Context: an optimization exercise on an open-source flow, tuned for small area, a short achievable clock period and few clock cycles per item. The choices shown serve that exercise and are no tape-out recipe. At most, simulation tests tie the RTL to the original design; equivalence was not proved. No activity file was given, so power comes from the tool's default toggle rates.

Setup of build 32:
Design sprw_top, start of the top module:
module sprw_top (
    input  logic        clk,
    input  logic        rstn,
    input  logic        in_valid,
    input  logic [31:0] ra,
    input  logic [31:0] rb,
    input  logic [4:0]  op1,
    input  logic [2:0]  op2,
    output logic        out_valid,
    output logic [31:0] result
);
export LEC_CHECK = 0
export CAP_MARGIN = 20
export CORE_MARGIN = 2
export CORE_UTILIZATION = 40
export SETUP_SLACK_MARGIN = 3
export SLEW_MARGIN = 20
create_clock -name core_clock -period 6.5 [get_ports {clk}]
standard.sh (not shown) runs the stock make flow with config.mk's settings and CLKGATE_MAP_FILE= SYNTH_SCRIPT=/design/flow/synth_recipe.tcl, a recipe that flattens the netlist after the stock synthesis.
==> flow/flow/run.sh <==
#!/bin/bash
set -euo pipefail
W=$PWD
BUF=$(cat $W/flow/port_buffer)
cat > $W/my_synth.tcl <<EOS
proc extract_fa {args} { puts "extract_fa skipped by flow/run.sh" }
proc abc {args} {
  set i [lsearch -exact \$args -script]
  if {\$i >= 0} { lset args [expr {\$i + 1}] $W/flow/abc.script }
  yosys abc {*}\$args
}
EOS
cat $W/synth_recipe.tcl >> $W/my_synth.tcl
bash $W/standard.sh SYNTH_SCRIPT=$W/my_synth.tcl "BUFFER_PORTS_ARGS=-buffer_cell $BUF" finish > $W/standard.log 2>&1
==> flow/flow/abc.script <==
strash
dc2
dch -f
map
topo
buffer -c
upsize -c
dnsize -c
==> flow/flow/port_buffer <==
sky130_fd_sc_hd__buf_1
Testbench counts of build 32, summed over its fixed seeds: cycles 16,024, items 16,000.
Here is what was changed in the inputs of build 85 compared with build 32.
--- a/flow/config.mk
+++ b/flow/config.mk
@@ -9,3 +9,3 @@
 export CORE_MARGIN = 2
-export CORE_UTILIZATION = 40
+export CORE_UTILIZATION = 60
 export SETUP_SLACK_MARGIN = 3
Notes after the runs:
Build 85: peak clock frequency supported by timing lower than build 32
Post-synthesis xor/xnor area fraction: build 32 vs build 85 identical
Build 85 -> build 32: quantity of gates resized following cts delta 0, exact match
Of the two candidates, build 32 has the worse routed wire length and build 85 the better one.
Changes observed in build 85 relative to build 32: area growth from synthesis to final layout shows a reduction of 1.2 points, number of placed instances, taps included shows a reduction of 110.
diff inputs: build 85 => build 59
--- a/flow/config.mk
+++ b/flow/config.mk
@@ -9,4 +9,4 @@
 export CORE_MARGIN = 2
-export CORE_UTILIZATION = 60
-export SETUP_SLACK_MARGIN = 3
+export CORE_UTILIZATION = 40
+export SETUP_SLACK_MARGIN = 3.5
 export SLEW_MARGIN = 20
## What came out
Detailed-placement wirelength estimate: build 59 > build 85. NOTE cell count build 85->build 59 increased by a little under 10%. The higher share of post-route cells with drive strength above 1 came out of build 59. Lower utilization among build 59 and build 85: build 59.
Edits applied to the flow inputs when going from build 59 to build 95:
--- a/flow/config.mk
+++ b/flow/config.mk
@@ -10,3 +10,3 @@
 export CORE_UTILIZATION = 40
-export SETUP_SLACK_MARGIN = 3.5
+export SETUP_SLACK_MARGIN = 2.5
 export SLEW_MARGIN = 20
Findings:
The timing endpoint of the critical path comes out q[2][6]$_DFF_P_ in one run and result[27]$_DFF_P_ in the other, namely in build 59 and build 95 respectively.
Per the comparison of build 95 with build 59, via count went down by 217; post-synthesis to final-layout area growth went down by 8.2 points; tightest slew margin relative to the limit went down by 0.72 points.
On count of hold buffers inserted by post-cts repair, build 59 and build 95 are basically level.
Relative to build 59, transition at the pin with the smallest max-transition slack has gone up in build 95.
Measured against each other, build 59 and build 95 differ in number of global-route vias before repair, the lower figure coming from build 95.
Build 95 went all the way through synthesis, placement and routing and the layout is clean on timing, DRC and antenna.
Going from build 59 to build 95, combinational power lower, post-route worst setup slack down 0.45 ns, clock buffer and inverter area fraction after layout grew by 0.34 points.
First-iteration DRC count in build 95 vs build 59: up 21
Compared with build 59, build 95 shows final total power lower by 6.3%.

* * *

Setup of T:
The RTL this note starts from:
==> flow/design.v <==
`default_nettype none
package sprw_pkg;
    typedef logic [8-1:0]             byte_t;
    typedef logic [16-1:0]             lane_t;
    typedef logic [32-1:0]             word_t;
    typedef logic [4*16-1:0] lanes_t;
    typedef enum logic [3:0] {
        LANE_PASS = 4'd0,
        LANE_ADD  = 4'd1,
        LANE_SUB  = 4'd2,
        LANE_MOVE = 4'd3,
        LANE_MAX  = 4'd4,
        LANE_MIN  = 4'd5,
        LANE_AND  = 4'd6,
        LANE_OR   = 4'd7,
        LANE_XOR  = 4'd8,
        LANE_NAND = 4'd9,
        LANE_NOR  = 4'd10,
        LANE_XNOR = 4'd11
    } lane_fn_t;
    typedef enum logic [2:0] {
        RED_NONE = 3'd0,
        RED_SUM  = 3'd1,
        RED_MAX  = 3'd2,
        RED_MIN  = 3'd3,
        RED_XOR  = 3'd4
    } red_fn_t;
endpackage
`default_nettype wire
`timescale 1ns/1ps
`default_nettype none
module sprw_top (
    input  logic        clk,
    input  logic        rstn,
    input  logic        in_valid,
    input  logic [31:0] ra,
    input  logic [31:0] rb,
    input  logic [4:0]  op1,
    input  logic [2:0]  op2,
    output logic        out_valid,
    output logic [31:0] result
);
    function automatic logic [11:0] pfx_add(input logic [11:0] x, input logic [11:0] y, input logic ci);
        logic [11:0] p, g, pp, gg;
        p  = x ^ y;
        g  = x & y;
        gg = g;
        gg[0] = g[0] | (p[0] & ci);
        pp = p;
        for (int d = 1; d < 12; d = d * 2)
            for (int i = 11; i >= d; i--) begin
                gg[i] = gg[i] | (pp[i] & gg[i-d]);
                pp[i] = pp[i] & pp[i-d];
            end
        pfx_add[0] = p[0] ^ ci;
        for (int i = 1; i < 12; i++)
            pfx_add[i] = p[i] ^ gg[i-1];
    endfunction
    function automatic logic pfx_gt(input logic [9:0] x, input logic [9:0] y);
        logic [9:0] pp, gg;
        pp = x | ~y;
        gg = x & ~y;
        for (int d = 1; d < 10; d = d * 2)
            for (int i = 9; i >= d; i--) begin
                gg[i] = gg[i] | (pp[i] & gg[i-d]);
                pp[i] = pp[i] & pp[i-d];
            end
        pfx_gt = gg[9];
    endfunction
    logic lg, f_add, f_sub, f_max, f_mn, f_move, f_arith_d, f_mm_d, f_min_d, sub_m_d, sign_d, sat_d;
    logic [3:0] t_d;
    assign lg      = op1[4] & op1[3];
    assign f_add   = ~lg & (op1[2:0] == 3'b001);
    assign f_sub   = ~lg & (op1[2:0] == 3'b010);
    assign f_max   = ~lg & (op1[2:0] == 3'b101);
    assign f_mn    = ~lg & (op1[2:0] == 3'b110);
    assign f_move  = ~lg & (op1[2:0] == 3'b011);
    assign f_arith_d = f_add | f_sub;
    assign f_mm_d  = f_max | f_mn;
    assign f_min_d = f_mn;
    assign sub_m_d = f_sub | f_mm_d;
    assign sign_d  = lg ? 1'b0 :
                     (f_arith_d | f_mm_d) ? ~op1[4] :
                     (~op2[2] & (op2 != 3'b000));
    assign sat_d   = ~lg & op1[3];
    always_comb begin
        if (lg) begin
            case (op1[2:0])
                3'b111:  t_d = 4'b1000;    
                3'b000:  t_d = 4'b1110;    
                3'b001:  t_d = 4'b0110;    
                3'b010:  t_d = 4'b0111;    
                3'b011:  t_d = 4'b0001;    
                3'b100:  t_d = 4'b1001;    
                default: t_d = 4'b1100;    
            endcase
        end else if (f_move)
            t_d = 4'b1010;                 
        else
            t_d = 4'b1100;                 
    end
    logic [31:0] pa, pb;
    logic        p_valid, f_arith, f_mm, f_min, sub_m, sign, sat;
    logic [3:0]  t;
    logic [2:0]  p_op2;
    always_ff @(posedge clk) begin
        p_valid <= rstn & in_valid;
        pa      <= ra;
        pb      <= rb;
        f_arith <= f_arith_d;
        f_mm    <= f_mm_d;
        f_min   <= f_min_d;
        sub_m   <= sub_m_d;
        sign    <= sign_d;
        sat     <= sat_d;
        t       <= t_d;
        p_op2   <= op2;
    end
    logic [9:0] l [4];
    always_comb begin
        for (int i = 0; i < 4; i++) begin
            logic [7:0] a, b, y;
            logic [9:0] ea, eb, r;
            logic [3:0] tl;
            logic       ov, c7, clo;
            a  = pa[8*i +: 8];
            b  = pb[8*i +: 8];
            ea = {{2{sign & a[7]}}, a};
            eb = {{2{sign & b[7]}}, b};
            r  = 10'(pfx_add({2'b00, ea}, {2'b00, eb ^ {10{sub_m}}}, sub_m));
            if (f_mm)
                tl = (r[9] ^ f_min) ? 4'b1010 : 4'b1100;
            else
                tl = t;
            for (int j = 0; j < 8; j++)
                y[j] = tl[{a[j], b[j]}];
            if (sign) begin
                ov  = (r[9] != r[8]) | (r[8] != r[7]);
                c7  = r[9];
                clo = ~r[9];
            end else begin
                ov  = r[9] | r[8];
                c7  = ~r[9];
                clo = ~r[9];
            end
            if (f_arith) begin
                if (sat & ov)
                    l[i] = {{2{sign & c7}}, c7, {7{clo}}};
                else
                    l[i] = r;
            end else
                l[i] = {{2{sign & y[7]}}, y};
        end
    end
    logic [9:0] q [4];
    logic       q_valid, q_sat;
    logic [2:0] q_op2;
    always_ff @(posedge clk) begin
        q_valid <= rstn & p_valid;
        q_sat   <= sat;
        q_op2   <= p_op2;
        for (int i = 0; i < 4; i++)
            q[i] <= l[i];
    end
    logic        q_rsign;
    logic [11:0] x [4];
    logic [11:0] s1, c1, s2, c2, ssum;
    logic [2:0]  ncnt;
    logic [31:0] sum_w;
    logic [7:0]  xr;
    logic [9:0]  k [4];
    logic        s01, s23;
    logic [9:0]  w01, w23;
    logic [31:0] m_nxt;
    assign q_rsign = ~q_op2[2];
    always_comb begin
        for (int i = 0; i < 4; i++)
            x[i] = {{2{q[i][9]}}, q[i]};
        s1 = x[0] ^ x[1] ^ x[2];
        c1 = {(x[0][10:0] & x[1][10:0]) | (x[0][10:0] & x[2][10:0]) | (x[1][10:0] & x[2][10:0]), 1'b0};
        s2 = s1 ^ c1 ^ x[3];
        c2 = {(s1[10:0] & c1[10:0]) | (s1[10:0] & x[3][10:0]) | (c1[10:0] & x[3][10:0]), 1'b0};
    end
    assign ssum = pfx_add(s2, c2, 1'b0);
    assign ncnt = 3'(q[0][9]) + 3'(q[1][9]) + 3'(q[2][9]) + 3'(q[3][9]);
    always_comb begin
        if (q_rsign) begin
            sum_w = {{20{ssum[11]}}, ssum};
            if (q_sat) begin
                if (~ssum[11] & (|ssum[10:7]))
                    sum_w = 32'd127;
                else if (ssum[11] & ~(&ssum[10:7]))
                    sum_w = 32'hffffff80;
            end
        end else begin
            sum_w = {13'd0, ncnt - 3'(ssum[11]), {4{ssum[11]}}, ssum};
            if (q_sat && (ncnt != 3'd0 || ssum[10:8] != 3'd0))
                sum_w = 32'd255;
        end
    end
    assign xr = q[0][7:0] ^ q[1][7:0] ^ q[2][7:0] ^ q[3][7:0];
    always_comb begin
        for (int i = 0; i < 4; i++)
            k[i] = {q[i][9] ^ q_rsign, q[i][8:0]};
    end
    assign s01 = pfx_gt(k[1], k[0]) ^ q_op2[0];
    assign s23 = pfx_gt(k[3], k[2]) ^ q_op2[0];
    assign w01 = s01 ? q[1] : q[0];
    assign w23 = s23 ? q[3] : q[2];
    always_comb begin
        case (q_op2)
            3'b001, 3'b101: m_nxt = sum_w;
            3'b100:         m_nxt = {24'd0, xr};
            default:        m_nxt = {q[3][7:0], q[2][7:0], q[1][7:0], q[0][7:0]};
        endcase
    end
    logic [9:0]  wf;
    logic        sf;
    logic [31:0] red;
    assign sf  = pfx_gt({w23[9] ^ q_rsign, w23[8:0]}, {w01[9] ^ q_rsign, w01[8:0]}) ^ q_op2[0];
    assign wf  = sf ? w23 : w01;
    assign red = q_op2[1] ? {{16{q_rsign & wf[9]}}, {6{wf[9]}}, wf} : m_nxt;
    always_ff @(posedge clk) begin
        out_valid <= rstn & q_valid;
        result    <= red;
    end
endmodule
`default_nettype wire
==> flow/config.mk <==
export PLATFORM = sky130hd
export DESIGN_NAME = sprw_top
export DESIGN_NICKNAME = sprw_top
export VERILOG_FILES = /design/flow/design.v
export SDC_FILE = /design/flow/constraint.sdc
export NUM_CORES = 4
export LEC_CHECK = 0
export CAP_MARGIN = 20
export CORE_MARGIN = 2
export CORE_UTILIZATION = 40
export SETUP_SLACK_MARGIN = 3
export SLEW_MARGIN = 20
==> flow/constraint.sdc <==
create_clock -name core_clock -period 6.5 [get_ports {clk}]
set_input_delay 1.3000 -clock core_clock [delete_from_list [all_inputs] [get_ports {clk}]]
set_output_delay 1.3000 -clock core_clock [all_outputs]
set_load 0.01 [all_outputs]
==> flow/flow/run.sh <==
#!/bin/bash
set -euo pipefail
W=$PWD
D=$(cat $W/flow/abc_delay_ps)
cat > $W/my_synth.tcl <<EOS
proc extract_fa {args} { puts "extract_fa skipped by flow/run.sh" }
proc abc {args} {
  set i [lsearch -exact \$args -script]
  if {\$i >= 0} { lset args [expr {\$i + 1}] $W/flow/abc.script }
  set j [lsearch -exact \$args -D]
  if {\$j >= 0} { lset args [expr {\$j + 1}] $D } else { lappend args -D $D }
  yosys abc {*}\$args
}
EOS
cat $W/synth_recipe.tcl >> $W/my_synth.tcl
bash $W/standard.sh SYNTH_SCRIPT=$W/my_synth.tcl finish > $W/standard.log 2>&1
==> flow/flow/abc.script <==
strash
dc2
dch -f
map {D}
topo
buffer -c
upsize -c {D}
dnsize -c {D}
==> flow/flow/abc_delay_ps <==
3000
The flow did not stop early for T: all stages ran, and the layout cleared the timing, DRC and antenna checks.
Modified inputs, P compared to T
- SETUP_SLACK_MARGIN changed from 3 to 2.5
-- flow/flow/run.sh --
<<< T, line 5
cat > $W/my_synth.tcl <<EOS
proc extract_fa {args} { puts "extract_fa skipped by flow/run.sh" }
proc abc {args} {
>>> P, line 5
cat > $W/my_synth.tcl <<EOS
proc abc {args} {
==> flow/flow/abc_delay_ps <==
2500
--- outcome ---
The detailed-router iteration count before antenna repair was comparable across T and P.
Comparing T and P, the lower fmax was measured on P.
Relative to T, the wire length measured on P has decreased by a few percent.
Die height: T and P compared, higher one is P
Run comparison: T critical path capture point result[22]; P critical path capture point result[3]
P vs T on multi-input gate area in the final layout: P is the lower one.
The clock power of P was inferior to that of T.
Buffer count excluding the clock tree in the final layout went down by more than 10% going from T to P.
Taking T as the reference point, the final cell count of P falls by about 3.2%.
Function was not checked in any run of this note: the RTL went through the layout flow alone.

* * *

Another version of the RTL of sprw_top (not shown whole).
Size in the first run: ~1300 cells after synthesis, ~110 flip-flops, roughly 110 I/O pins, about 9600 um^2 of cells after synthesis.
==> flow/config.mk <==
export PLATFORM = sky130hd
export DESIGN_NAME = sprw_top
export DESIGN_NICKNAME = sprw_top
export VERILOG_FILES = /design/flow/design.v
export SDC_FILE = /design/flow/constraint.sdc
export NUM_CORES = 4
export LEC_CHECK = 0
export CAP_MARGIN = 20
export CORE_MARGIN = 2
export CORE_UTILIZATION = 40
export SLEW_MARGIN = 20
==> flow/constraint.sdc <==
create_clock -name core_clock -period 6.5 [get_ports {clk}]
set_input_delay 1.3000 -clock core_clock [delete_from_list [all_inputs] [get_ports {clk}]]
set_output_delay 1.3000 -clock core_clock [all_outputs]
set_load 0.01 [all_outputs]
==> flow/flow/run.sh <==
#!/bin/bash
set -euo pipefail
W=$PWD
D=$(cat $W/flow/abc_delay_ps)
cat > $W/my_synth.tcl <<EOS
proc abc {args} {
  set i [lsearch -exact \$args -script]
  if {\$i >= 0} { lset args [expr {\$i + 1}] $W/flow/abc.script }
  set j [lsearch -exact \$args -D]
  if {\$j >= 0} { lset args [expr {\$j + 1}] $D } else { lappend args -D $D }
  yosys abc {*}\$args
}
EOS
cat $W/synth_recipe.tcl >> $W/my_synth.tcl
bash $W/standard.sh SYNTH_SCRIPT=$W/my_synth.tcl finish > $W/standard.log 2>&1
==> flow/flow/abc_delay_ps <==
2500
Scripts as last shown in full above: flow/flow/abc.script
Edit:
==> flow/run.sh (new file) <==
#!/bin/bash
# synth_recipe.tcl (not shown) runs the flow's synth.tcl, then flattens the netlist and writes it again
# the make line also repeats each setting of config.mk as NAME=value (left out here)
make -C /OpenROAD-flow-scripts/flow DESIGN_CONFIG=/design/flow/config.mk WORK_HOME=/design/flow/orfs CLKGATE_MAP_FILE= SYNTH_SCRIPT=/design/flow/synth_recipe.tcl finish
removed: flow/flow/run.sh
removed: flow/flow/abc.script
removed: flow/flow/abc_delay_ps
removed: flow/standard.sh
Effect: Utilization decreases by 1.2 points; total power increases by 10%; design area increases by 7.2%; synthesized cell count decreases by 2.7%; routed wire length increases by 7.2%; cell count decreases by 1.3%; fmax decreases by 4.5%.
Edit:
==> flow/flow/run.sh (new file) <==
#!/bin/bash
set -euo pipefail
W=$PWD
D=$(cat $W/flow/abc_delay_ps)
cat > $W/my_synth.tcl <<EOS
proc abc {args} {
  set i [lsearch -exact \$args -script]
  if {\$i >= 0} { lset args [expr {\$i + 1}] $W/flow/abc.script }
  set j [lsearch -exact \$args -D]
  if {\$j >= 0} { lset args [expr {\$j + 1}] $D } else { lappend args -D $D }
  yosys abc {*}\$args
}
EOS
cat $W/synth_recipe.tcl >> $W/my_synth.tcl
bash $W/standard.sh SYNTH_SCRIPT=$W/my_synth.tcl finish > $W/standard.log 2>&1
==> flow/flow/abc.script (new file) <==
strash
dc2
dch -f
map {D}
topo
buffer -c
upsize -c {D}
dnsize -c {D}
==> flow/flow/abc_delay_ps (new file) <==
2500
==> flow/standard.sh (new file) <==
#!/bin/bash
# synth_recipe.tcl (not shown) runs the flow's synth.tcl, then flattens the netlist and writes it again
# the make line also repeats each setting of config.mk as NAME=value (left out here)
make -C /OpenROAD-flow-scripts/flow DESIGN_CONFIG=/design/flow/config.mk WORK_HOME=/design/flow/orfs CLKGATE_MAP_FILE= SYNTH_SCRIPT=/design/flow/synth_recipe.tcl "${@:-finish}"
- SETUP_SLACK_MARGIN: not set -> 2.5
removed: flow/run.sh
Effect: The new run finished with timing, DRC and antenna clean. Critical path depth went up by 5. Synthesized area is lower by a little under a tenth. Count of clock-buffer cells in the layout grows by 2.
No run of this note included a check of the RTL's function; only the layout flow was run.

separate check: timing with driven ports:
Ports are ideal in the flow. The routed layouts listed here were re-timed in OpenROAD. Step 1: set_driving_cell puts a clkbuf_16 on clk and a buf_2 on each other input, an assumption about the parent block. Step 2 adds t to the input delays and takes it off the output delays; t is the mean of the earliest and latest rising clock arrival at the registers after step 1. Input paths then give back, and output paths get back, about the clock's delay inside the block. Slacks: ideal / step 1 / step 2; pairs: ideal / step 1.
run	shift t [ns]	setup slack, ns	worst hold slack (ns)	worst setup path at the end	worst slew at a driven data input, ns
build 32	0.489	3.234 / 3.234 / 3.234	0.330 / 0.330 / 0.330	register to register	0.04
build 85	0.480	3.140 / 3.140 / 3.140	0.331 / 0.331 / 0.331	register to register	0.04
build 59	0.494	3.389 / 3.389 / 3.389	0.330 / 0.330 / 0.330	register to register	0.04
build 95	0.489	2.934 / 2.934 / 2.934	0.330 / 0.330 / 0.330	register to register	0.04
T	0.478	2.742 / 2.742 / 2.742	0.326 / 0.326 / 0.326	register to register	0.04
P	0.472	1.908 / 1.908 / 1.908	0.327 / 0.327 / 0.327	register to register	0.04
the first run of note 3	0.460	0.983 / 1.008 / 0.549	0.398 / 0.398 / 0.398	input to register	0.05
the second run of note 3	0.463	0.722 / 0.750 / 0.287	0.428 / 0.428 / 0.428	input to register	0.04
the third run of note 3	0.457	2.130 / 2.125 / 1.668	0.400 / 0.400 / 0.400	input to register	0.06
After both steps every run listed still meets setup and hold. The setup slack of the third run of note 3, which loses most, moves by -0.005 ns with the drivers and by -0.462 ns with both steps.
